Background: an optimization exercise with open tools, aiming at small area and a short achievable clock period. Do not read the settings as production practice.
Where RTL was checked, it was by simulation tests only, not by an equivalence proof against the original.
No driver is modelled on the clock port, so clocking that relies on it looks cheaper here than on a real chip.
Power figures rest on the tool's default switching activity, not on a simulated workload.

indigo:
==> flow/design.v (excerpt) <==
module xor128_prng_bank
#(
  parameter int unsigned SIZE   = 8,
  parameter int unsigned WARMUP = 16,
  parameter logic [31:0] SEED0  = xor128_prng_bank_pkg::DEF_SEED0,
  parameter logic [31:0] SEED1  = xor128_prng_bank_pkg::DEF_SEED1,
  parameter logic [31:0] SEED2  = xor128_prng_bank_pkg::DEF_SEED2,
  parameter logic [31:0] SEED3  = xor128_prng_bank_pkg::DEF_SEED3
) (
  input  logic                 iClk,
  input  logic                 iRst_n,
  input  logic                 iSeedValid,
  input  logic [127:0]         iSeed,
  output logic [SIZE*32-1:0]   oRand,
  output logic                 oValid,
  input  logic                 iReady,
  output logic                 oBusy
);
For scale: roughly 1100 flip-flops, about 390 I/O pins.
Settings: LEC_CHECK=0, CAP_MARGIN=20, CORE_MARGIN=2, CORE_UTILIZATION=60, CTS_CLUSTER_DIAMETER=100, CTS_CLUSTER_SIZE=25, SLEW_MARGIN=20; clock period 3.0 ns.
standard.sh (not shown) runs the stock make flow with config.mk's settings and CLKGATE_MAP_FILE= SYNTH_SCRIPT=/design/flow/synth_recipe.tcl, a recipe that flattens the netlist after the stock synthesis.
==> flow/flow/run.sh <==
#!/bin/bash
set -euo pipefail
export BUFFER_PORTS_ARGS="-buffer_cell sky130_fd_sc_hd__buf_2"
export POST_CTS_TCL="$(pwd)/flow/post_cts.tcl"
export FLOW_POST_CTS_MARGIN=1.45
bash standard.sh > standard_flow.log 2>&1
==> flow/flow/post_cts.tcl <==
set block [ord::get_db_block]
set clk_net [[$block findBTerm iClk] getNet]
set port_loads [$clk_net getITerms]
if { [llength $port_loads] == 1 } {
  set root [[lindex $port_loads 0] getInst]
  set master [[$root getMaster] getName]
  set out_net [[$root findITerm X] getNet]
  set sinks {}
  foreach it [$out_net getITerms] {
    if { [$it isInputSignal] } { lappend sinks $it }
  }
  set all_bufs 1
  foreach it $sinks {
    if { ![string match "sky130_fd_sc_hd__clkbuf_*" [[[$it getInst] getMaster] getName]] } {
      set all_bufs 0
    }
  }
  puts "post_cts: root [$root getName] ($master) drives [llength $sinks] pins, all buffers: $all_bufs"
  if { [string match "sky130_fd_sc_hd__clkbuf_*" $master] && [llength $sinks] <= 4 && $all_bufs
       && [llength [$out_net getBTerms]] == 0 } {
    foreach it $sinks {
      $it disconnect
      $it connect $clk_net
    }
    odb::dbInst_destroy $root
    odb::dbNet_destroy $out_net
    puts "post_cts: removed root clock buffer"
    estimate_parasitics -placement
    report_clock_skew
  }
}

if { [info exists ::env(FLOW_POST_CTS_MARGIN)] } {
  report_worst_slack
  repair_timing -setup -setup_margin $::env(FLOW_POST_CTS_MARGIN) -repair_tns 100 -verbose
  detailed_placement
  check_placement -verbose
  estimate_parasitics -placement
  report_worst_slack
  report_design_area
}
indigo reached the final stage; the timing, design-rule and antenna checks on its layout passed.
Modified inputs, maple compared to indigo
diff --git a/flow/flow/run.sh b/flow/flow/run.sh
--- a/flow/flow/run.sh
+++ b/flow/flow/run.sh
@@ -5 +5 @@
-export FLOW_POST_CTS_MARGIN=1.45
+export FLOW_POST_CTS_MARGIN=1.35
Taking indigo as the reference point, the final clock period utilization by the worst path of maple rises by 4.1 points.
Looking at indigo and maple, the clock-pin slew on the worst setup and hold paths is a wash.
maple gives more fraction of area in registers than indigo did.
Compared to indigo, maple has maximum frequency 6.7% lower.
Re overall global routing resource usage: indigo was higher than maple.
maple vs indigo, routed wire length went down by about 9%.
When maple is set beside indigo, its number of antenna violations at the first check in global routing turns out to be 1 smaller.
Looking only at combinational share of power, and setting everything else aside, the higher value of indigo and maple goes to indigo.
Diff maple..indigo | switching share of power | negligible
Taking indigo as the reference point, the overall power consumption of maple falls by 6.3%.
No run of this note included a check of the RTL's function; only the layout flow was run.

---

run C:
Another version of the RTL of xor128_prng_bank (not shown whole).
Size: roughly 3000 cells after synthesis, ~1000 flip-flops, ~390 I/O pins, about 0.041 mm2 of cells after synthesis.
// xor128_prng_bank
module xor128_prng_bank
#(
  parameter int unsigned SIZE   = 8,
  parameter int unsigned WARMUP = 16,
  parameter logic [31:0] SEED0  = xor128_prng_bank_pkg::DEF_SEED0,
  parameter logic [31:0] SEED1  = xor128_prng_bank_pkg::DEF_SEED1,
  parameter logic [31:0] SEED2  = xor128_prng_bank_pkg::DEF_SEED2,
  parameter logic [31:0] SEED3  = xor128_prng_bank_pkg::DEF_SEED3
) (
  input  logic                 iClk,
  input  logic                 iRst_n,
  input  logic                 iSeedValid,
  input  logic [127:0]         iSeed,
  output logic [SIZE*32-1:0]   oRand,
  output logic                 oValid,
  input  logic                 iReady,
  output logic                 oBusy
);
export LEC_CHECK = 0
export CAP_MARGIN = 20
export CORE_MARGIN = 2
export CORE_UTILIZATION = 60
export CTS_CLUSTER_DIAMETER = 100
export CTS_CLUSTER_SIZE = 25
export SLEW_MARGIN = 20
create_clock -name core_clock -period 3.0 [get_ports {iClk}]
==> flow/flow/run.sh <==
#!/bin/bash
# Standard ORFS layout with these changes:
#  - plain buffers (instead of the resizer's default pick) on the ports;
#  - then it repairs setup timing towards a slack margin of FLOW_POST_CTS_MARGIN;
#  - the repair after global routing aims for FLOW_GRT_MARGIN (flow/pre_grt.tcl).
set -euo pipefail
export BUFFER_PORTS_ARGS="-buffer_cell sky130_fd_sc_hd__buf_2"
export POST_CTS_TCL="$(pwd)/flow/post_cts.tcl"
export PRE_GLOBAL_ROUTE_TCL="$(pwd)/flow/pre_grt.tcl"
export FLOW_POST_CTS_MARGIN=1.35
export FLOW_GRT_MARGIN=1.35
bash standard.sh > standard_flow.log 2>&1
==> flow/flow/pre_grt.tcl <==
# Runs before global routing (PRE_GLOBAL_ROUTE_TCL): the timing repair that
# follows global routing aims for the slack margin in FLOW_GRT_MARGIN (ns),
# now with global-route parasitics.
if { [info exists ::env(FLOW_GRT_MARGIN)] } {
  set ::env(SETUP_SLACK_MARGIN) $::env(FLOW_GRT_MARGIN)
}
Scripts as last shown in full above: flow/flow/post_cts.tcl
### run C -> run B
==> flow/flow/run.sh <==
#!/bin/bash
set -euo pipefail
export BUFFER_PORTS_ARGS="-buffer_cell sky130_fd_sc_hd__buf_2"
export POST_CTS_TCL="$(pwd)/flow/post_cts.tcl"
export FLOW_POST_CTS_MARGIN=1.45
bash standard.sh > standard_flow.log 2>&1
removed: flow/flow/pre_grt.tcl
Notes after the runs:
The run showing the greater share of cell area taken by flip-flops and latches is run C. Taking run C as the reference, in run B final total negative setup slack now sits at about the same level, wire length of the first global-routing pass went up.

---

xor128_prng_bank again, from the RTL that the note above started with.
Settings: LEC_CHECK=0, CAP_MARGIN=20, CORE_MARGIN=2, CORE_UTILIZATION=70, CTS_CLUSTER_DIAMETER=100, CTS_CLUSTER_SIZE=25, SLEW_MARGIN=20; clock period 3.0 ns.
==> flow/flow/run.sh <==
#!/bin/bash
set -euo pipefail
export BUFFER_PORTS_ARGS="-buffer_cell sky130_fd_sc_hd__buf_2"
export POST_CTS_TCL="$(pwd)/flow/post_cts.tcl"
export FLOW_POST_CTS_MARGIN=1.4
bash standard.sh > standard_flow.log 2>&1
Scripts as last shown in full above: flow/flow/post_cts.tcl
Then changed:
--- a/flow/flow/run.sh
+++ b/flow/flow/run.sh
@@ -1,0 +2,4 @@
+# Standard ORFS layout with these changes:
+#  - plain buffers (instead of the resizer's default pick) on the ports;
+#  - then it repairs setup timing towards a slack margin of FLOW_POST_CTS_MARGIN;
+#  - the repair after global routing aims for FLOW_GRT_MARGIN (flow/pre_grt.tcl).
@@ -5 +9,3 @@
-export FLOW_POST_CTS_MARGIN=1.4
+export PRE_GLOBAL_ROUTE_TCL="$(pwd)/flow/pre_grt.tcl"
+export FLOW_POST_CTS_MARGIN=1.42
+export FLOW_GRT_MARGIN=1.42
==> flow/flow/pre_grt.tcl (new file) <==
# Runs before global routing (PRE_GLOBAL_ROUTE_TCL): the timing repair that
# follows global routing aims for the slack margin in FLOW_GRT_MARGIN (ns),
# now with global-route parasitics.
if { [info exists ::env(FLOW_GRT_MARGIN)] } {
  set ::env(SETUP_SLACK_MARGIN) $::env(FLOW_GRT_MARGIN)
}
Settings changed: CORE_UTILIZATION 70 to 60.
The new run finished with timing, DRC and antenna clean.
Combinational power climbs by 18%.
Worst setup slack gets better by 130 ps.
Core utilization drops by 7.4 points.
Die area climbs by 16%.

---

== run 1 ==
Another version of the RTL of xor128_prng_bank (not shown whole).
Size in the first run: ~2,800 cells after synthesis, roughly 390 I/O pins.
## xor128_prng_bank
module xor128_prng_bank
#(
  parameter int unsigned SIZE   = 8,
  parameter int unsigned WARMUP = 16,
  parameter logic [31:0] SEED0  = xor128_prng_bank_pkg::DEF_SEED0,
  parameter logic [31:0] SEED1  = xor128_prng_bank_pkg::DEF_SEED1,
  parameter logic [31:0] SEED2  = xor128_prng_bank_pkg::DEF_SEED2,
  parameter logic [31:0] SEED3  = xor128_prng_bank_pkg::DEF_SEED3
) (
  input  logic                 iClk,
  input  logic                 iRst_n,
  input  logic                 iSeedValid,
  input  logic [127:0]         iSeed,
  output logic [SIZE*32-1:0]   oRand,
  output logic                 oValid,
  input  logic                 iReady,
  output logic                 oBusy
);
  localparam int unsigned CNT_W    = 6;   
  localparam logic [CNT_W-1:0] SEED_END = CNT_W'(4 * SIZE);
  localparam logic [CNT_W-1:0] LAST_CNT = CNT_W'(4 * SIZE + WARMUP - 1);
  localparam logic [31:0] DEF_WORD0 = xor128_prng_bank_pkg::xs_next_word(SEED0, SEED3);
  logic             run_q;       
  logic             valid_q;     
  logic [CNT_W-1:0] cnt_q;       
  logic             own_seed_q;  
  logic             seed_end;    
  logic             warm_end;    
  assign seed_end = !run_q && (cnt_q == SEED_END - CNT_W'(1));
  assign warm_end = !run_q && (cnt_q == LAST_CNT);
  always_ff @(posedge iClk or negedge iRst_n) begin : fsm_reg
    if (!iRst_n) begin
      run_q      <= 1'b0;
      cnt_q      <= '0;
      own_seed_q <= 1'b0;
    end else if (iSeedValid) begin
      run_q      <= 1'b0;
      cnt_q      <= '0;
      own_seed_q <= (iSeed != '0);
    end else begin
      own_seed_q <= 1'b1;
      if (!run_q) cnt_q <= cnt_q + CNT_W'(1);
      if (warm_end) run_q <= 1'b1;
    end
  end
  always_ff @(posedge iClk or negedge iRst_n) begin : valid_reg
    if (!iRst_n) begin
      valid_q <= 1'b0;
    end else begin
      valid_q <= valid_q ^ (valid_q ? iSeedValid : (warm_end && !iSeedValid));
    end
  end
  logic        l_run_q;    
  logic        l_step_en;
  ...
clock: 3.0 ns
lec_check: 0
cap_margin: 20
core_margin: 2
core_utilization: 60
cts_cluster_diameter: 100
cts_cluster_size: 25
slew_margin: 20
==> flow/flow/run.sh <==
#!/bin/bash
# Standard ORFS layout with these changes:
#  - plain buffers (instead of the resizer's default pick) on the ports;
#  - then it repairs setup timing towards a slack margin of FLOW_POST_CTS_MARGIN;
#  - the repair after global routing aims for FLOW_GRT_MARGIN (flow/pre_grt.tcl).
set -euo pipefail
export BUFFER_PORTS_ARGS="-buffer_cell sky130_fd_sc_hd__buf_2"
export POST_CTS_TCL="$(pwd)/flow/post_cts.tcl"
export PRE_GLOBAL_ROUTE_TCL="$(pwd)/flow/pre_grt.tcl"
export FLOW_POST_CTS_MARGIN=1.42
export FLOW_GRT_MARGIN=1.42
bash standard.sh > standard_flow.log 2>&1
==> flow/flow/pre_grt.tcl <==
# Runs before global routing (PRE_GLOBAL_ROUTE_TCL): the timing repair that
# follows global routing aims for the slack margin in FLOW_GRT_MARGIN (ns),
# now with global-route parasitics.
if { [info exists ::env(FLOW_GRT_MARGIN)] } {
  set ::env(SETUP_SLACK_MARGIN) $::env(FLOW_GRT_MARGIN)
}
Scripts as last shown in full above: flow/flow/post_cts.tcl
Input changes introduced in run 2 (baseline for comparison: run 1):
Settings: changing CORE_UTILIZATION from 60 to 55.
-- flow/flow/run.sh --
<<< run 1, line 10
export FLOW_POST_CTS_MARGIN=1.42
export FLOW_GRT_MARGIN=1.42
>>> run 2, line 10
export FLOW_POST_CTS_MARGIN=1.35
export FLOW_GRT_MARGIN=1.35
Notes after the runs:
- Relative to run 1, the area inside the core boundary measured on run 2 has increased by a little under 10%.
- In run 2 relative to run 1, sequential-cell power consumption had gone up by a few percent.
- Worst vdd rail ir drop ends up higher on run 1.
For run 3, these inputs were changed with respect to run 2:
Settings: a change of CORE_UTILIZATION from 55 to 60.
-- flow/flow/run.sh --
<<< run 2, line 11
export FLOW_GRT_MARGIN=1.35
>>> run 3, line 11
export FLOW_GRT_MARGIN=1.45
- Run 3 — relative contribution of the clock network to total power 1.2 points lower, run 2 as reference
- Row highest clock frequency the design can meet: run 3 lower / run 2 higher
- Combinational share of power (run 3 over run 2): increase, 5.4 points
- Cmp run 3 vs run 2: detailed route wirelength on metal2 higher in run 3
- On inserted tap cell count: between run 3 and run 2, it ends up higher for run 2.
- In the reports for run 3 and run 2, the larger finished layout cell area belongs to run 3.
- Relative to run 2, total number of nets in the final design increased by 339 in run 3.
- Between run 3 and run 2, the difference in largest stage delay on the critical path is negligible.
- Chip height, run 3 and run 2: higher on run 2
#### Input delta (run 4 over run 3)
-- flow/flow/run.sh --
<<< run 3, line 11
export FLOW_GRT_MARGIN=1.45
>>> run 4, line 11
export FLOW_GRT_MARGIN=1.35
==> comparison <==
- Wire length on run 4 is ahead of run 3.
- The utilization of run 4 falls short of that of run 3 by 6.8 points.
- Taking run 3 as the reference, in run 4 worst hold-check slack decreased by 0.0063 ns relative to the old numbers, number of DRC markers in iteration 0 went up by 69.
- Per the final summary, run 4 finished and its layout is clean on timing, DRC and antenna.
- Total power of run 4 is lower than that of run 3.
- Looking at run 3 and run 4, the clock power is a wash.
- [compare] base=run 3 new=run 4: detailed-routed wire length on met2 lower, met2 routing resource usage after global routing roughly the same, cell area lower, proportion of cell area spent on the clock network higher.
- Part of the total power dissipated in combinational logic: run 3 and run 4 compared, higher one is run 3

---

Starting RTL as in the previous note.
Settings: LEC_CHECK=0, CAP_MARGIN=20, CORE_MARGIN=2, CORE_UTILIZATION=60, CTS_CLUSTER_DIAMETER=100, CTS_CLUSTER_SIZE=25, SLEW_MARGIN=20; clock period 3.0 ns.
==> flow/flow/run.sh <==
#!/bin/bash
# Standard ORFS layout with these changes:
#  - plain buffers (instead of the resizer's default pick) on the ports;
#  - then it repairs setup timing towards a slack margin of FLOW_POST_CTS_MARGIN;
#  - the repair after global routing aims for FLOW_GRT_MARGIN (flow/pre_grt.tcl).
set -euo pipefail
export BUFFER_PORTS_ARGS="-buffer_cell sky130_fd_sc_hd__buf_2"
export POST_CTS_TCL="$(pwd)/flow/post_cts.tcl"
export PRE_GLOBAL_ROUTE_TCL="$(pwd)/flow/pre_grt.tcl"
export FLOW_POST_CTS_MARGIN=1.3
export FLOW_GRT_MARGIN=1.38
bash standard.sh > standard_flow.log 2>&1
Scripts as last shown in full above: flow/flow/post_cts.tcl, flow/flow/pre_grt.tcl
Then changed:
==> flow/flow/run.sh (replaced) <==
#!/bin/bash
set -euo pipefail
export BUFFER_PORTS_ARGS="-buffer_cell sky130_fd_sc_hd__buf_2"
export POST_CTS_TCL="$(pwd)/flow/post_cts.tcl"
export FLOW_POST_CTS_MARGIN=1.35
bash standard.sh > standard_flow.log 2>&1
removed: flow/flow/pre_grt.tcl
What happened:
- cell area fell by 3.7%
- via count fell by 2.1%
- worst hold slack got worse by 0.0061 ns
- first-iteration DRC count rose by 2.8%
- global-route usage rose by 0.35 points
- synthesized area does not change
- die area stays the same
- utilization fell by 2.7 points
- clock power is about the same
- clock skew hardly moves

---

Setup of quartz:
RTL: one of the versions met above, not the one the previous note started from.
For scale: roughly 1000 flip-flops, ~390 I/O pins, about 41000 um2 of cells after synthesis.
export LEC_CHECK = 0
export CAP_MARGIN = 20
export CORE_MARGIN = 2
export CORE_UTILIZATION = 60
export CTS_CLUSTER_DIAMETER = 80
export CTS_CLUSTER_SIZE = 20
export SLEW_MARGIN = 20
create_clock -name core_clock -period 3.0 [get_ports {iClk}]
==> flow/flow/run.sh <==
#!/bin/bash
set -euo pipefail
export BUFFER_PORTS_ARGS="-buffer_cell sky130_fd_sc_hd__buf_2"
export POST_CTS_TCL="$(pwd)/flow/post_cts.tcl"
export FLOW_POST_CTS_MARGIN=1.4
bash standard.sh > standard_flow.log 2>&1
Scripts as last shown in full above: flow/flow/post_cts.tcl
Input-level comparison between fjord and quartz:
# quartz
export LEC_CHECK = 0
export CAP_MARGIN = 20
export CORE_MARGIN = 2
export CORE_UTILIZATION = 60
export CTS_CLUSTER_DIAMETER = 80
export CTS_CLUSTER_SIZE = 20
export SLEW_MARGIN = 20
create_clock -name core_clock -period 3.0 [get_ports {iClk}]
# fjord
export LEC_CHECK = 0
export CAP_MARGIN = 20
export CORE_MARGIN = 2
export CORE_UTILIZATION = 60
export CTS_CLUSTER_DIAMETER = 100
export CTS_CLUSTER_SIZE = 25
export SLEW_MARGIN = 20
create_clock -name core_clock -period 3.0 [get_ports {iClk}]
--- a/flow/flow/run.sh
+++ b/flow/flow/run.sh
@@ -4,3 +4,3 @@
 export POST_CTS_TCL="$(pwd)/flow/post_cts.tcl"
-export FLOW_POST_CTS_MARGIN=1.4
+export FLOW_POST_CTS_MARGIN=1.35
 bash standard.sh > standard_flow.log 2>&1
Findings:
- Compared with quartz, in fjord wire length of the first global-routing pass went down; core utilization went down; share of the cycle needed by the critical path after routing went up; share of power burned in the clock network went down.
- Changes observed in fjord relative to quartz: critical path data required time now smaller; count of TritonRoute iterations in the first routing pass now smaller.
- fjord has final worst setup slack below what quartz had.
- fjord vs. quartz: maximum frequency went down by about 1.1%; part of the power in registers went up by 2.0 points; number of DRC violations after detailed routing was more or less identical; net count reported at finish went down by 80.

==> afterwards: timing with drivers on the ports <==
In the flow no input, the clock included, has a driving cell. The finished layouts below were timed again as built, in two steps. Step 1 assumes that a clkbuf_16 drives the clock port and a buf_2 every other input. Step 2 moves the port delays by t, midway between the first and last clock arrival at a register: inputs arrive t later, outputs are due t later. That takes back most of the time a late clock gives input paths. a / b / c = ideal / step 1 / step 2; a / b = the first two.
run | t (ns) | setup slack, ns | latest minus earliest clock arrival (ns) | worst data-port slew with drivers (ns) | pins driven straight from the clock port
indigo | 0.570 | 1.296 / 1.164 / 0.890 | 0.024 / 0.024 | 0.12 | 4
maple | 0.568 | 1.173 / 1.165 / 0.825 | 0.025 / 0.026 | 0.11 | 4
run C | 0.565 | 1.274 / 1.240 / 0.938 | 0.019 / 0.019 | 0.08 | 4
run B | 0.569 | 1.335 / 1.239 / 0.938 | 0.024 / 0.024 | 0.08 | 4
the first run of note 3 | 0.565 | 1.217 / 1.187 / 0.793 | 0.029 / 0.028 | 0.10 | 4
the second run of note 3 | 0.566 | 1.347 / 1.266 / 1.039 | 0.020 / 0.021 | 0.08 | 4
run 1 | 0.570 | 1.318 / 1.190 / 0.933 | 0.032 / 0.032 | 0.09 | 4
run 2 | 0.565 | 1.330 / 1.198 / 0.905 | 0.035 / 0.035 | 0.09 | 4
run 3 | 0.569 | 1.302 / 1.175 / 0.962 | 0.032 / 0.032 | 0.09 | 4
run 4 | 0.569 | 1.316 / 1.188 / 0.877 | 0.027 / 0.027 | 0.09 | 4
the first run of note 5 | 0.569 | 1.315 / 1.186 / 0.886 | 0.028 / 0.028 | 0.09 | 4
the second run of note 5 | 0.566 | 1.257 / 1.175 / 0.886 | 0.028 / 0.028 | 0.09 | 4
quartz | 0.574 | 1.259 / 1.259 / 0.863 | 0.031 / 0.031 | 0.08 | 4
fjord | 0.567 | 1.239 / 1.205 / 0.883 | 0.017 / 0.017 | 0.08 | 4
After both steps every run listed still meets setup and hold. The setup slack of run 4, which loses most, moves by -0.128 ns with the drivers and by -0.439 ns with both steps.
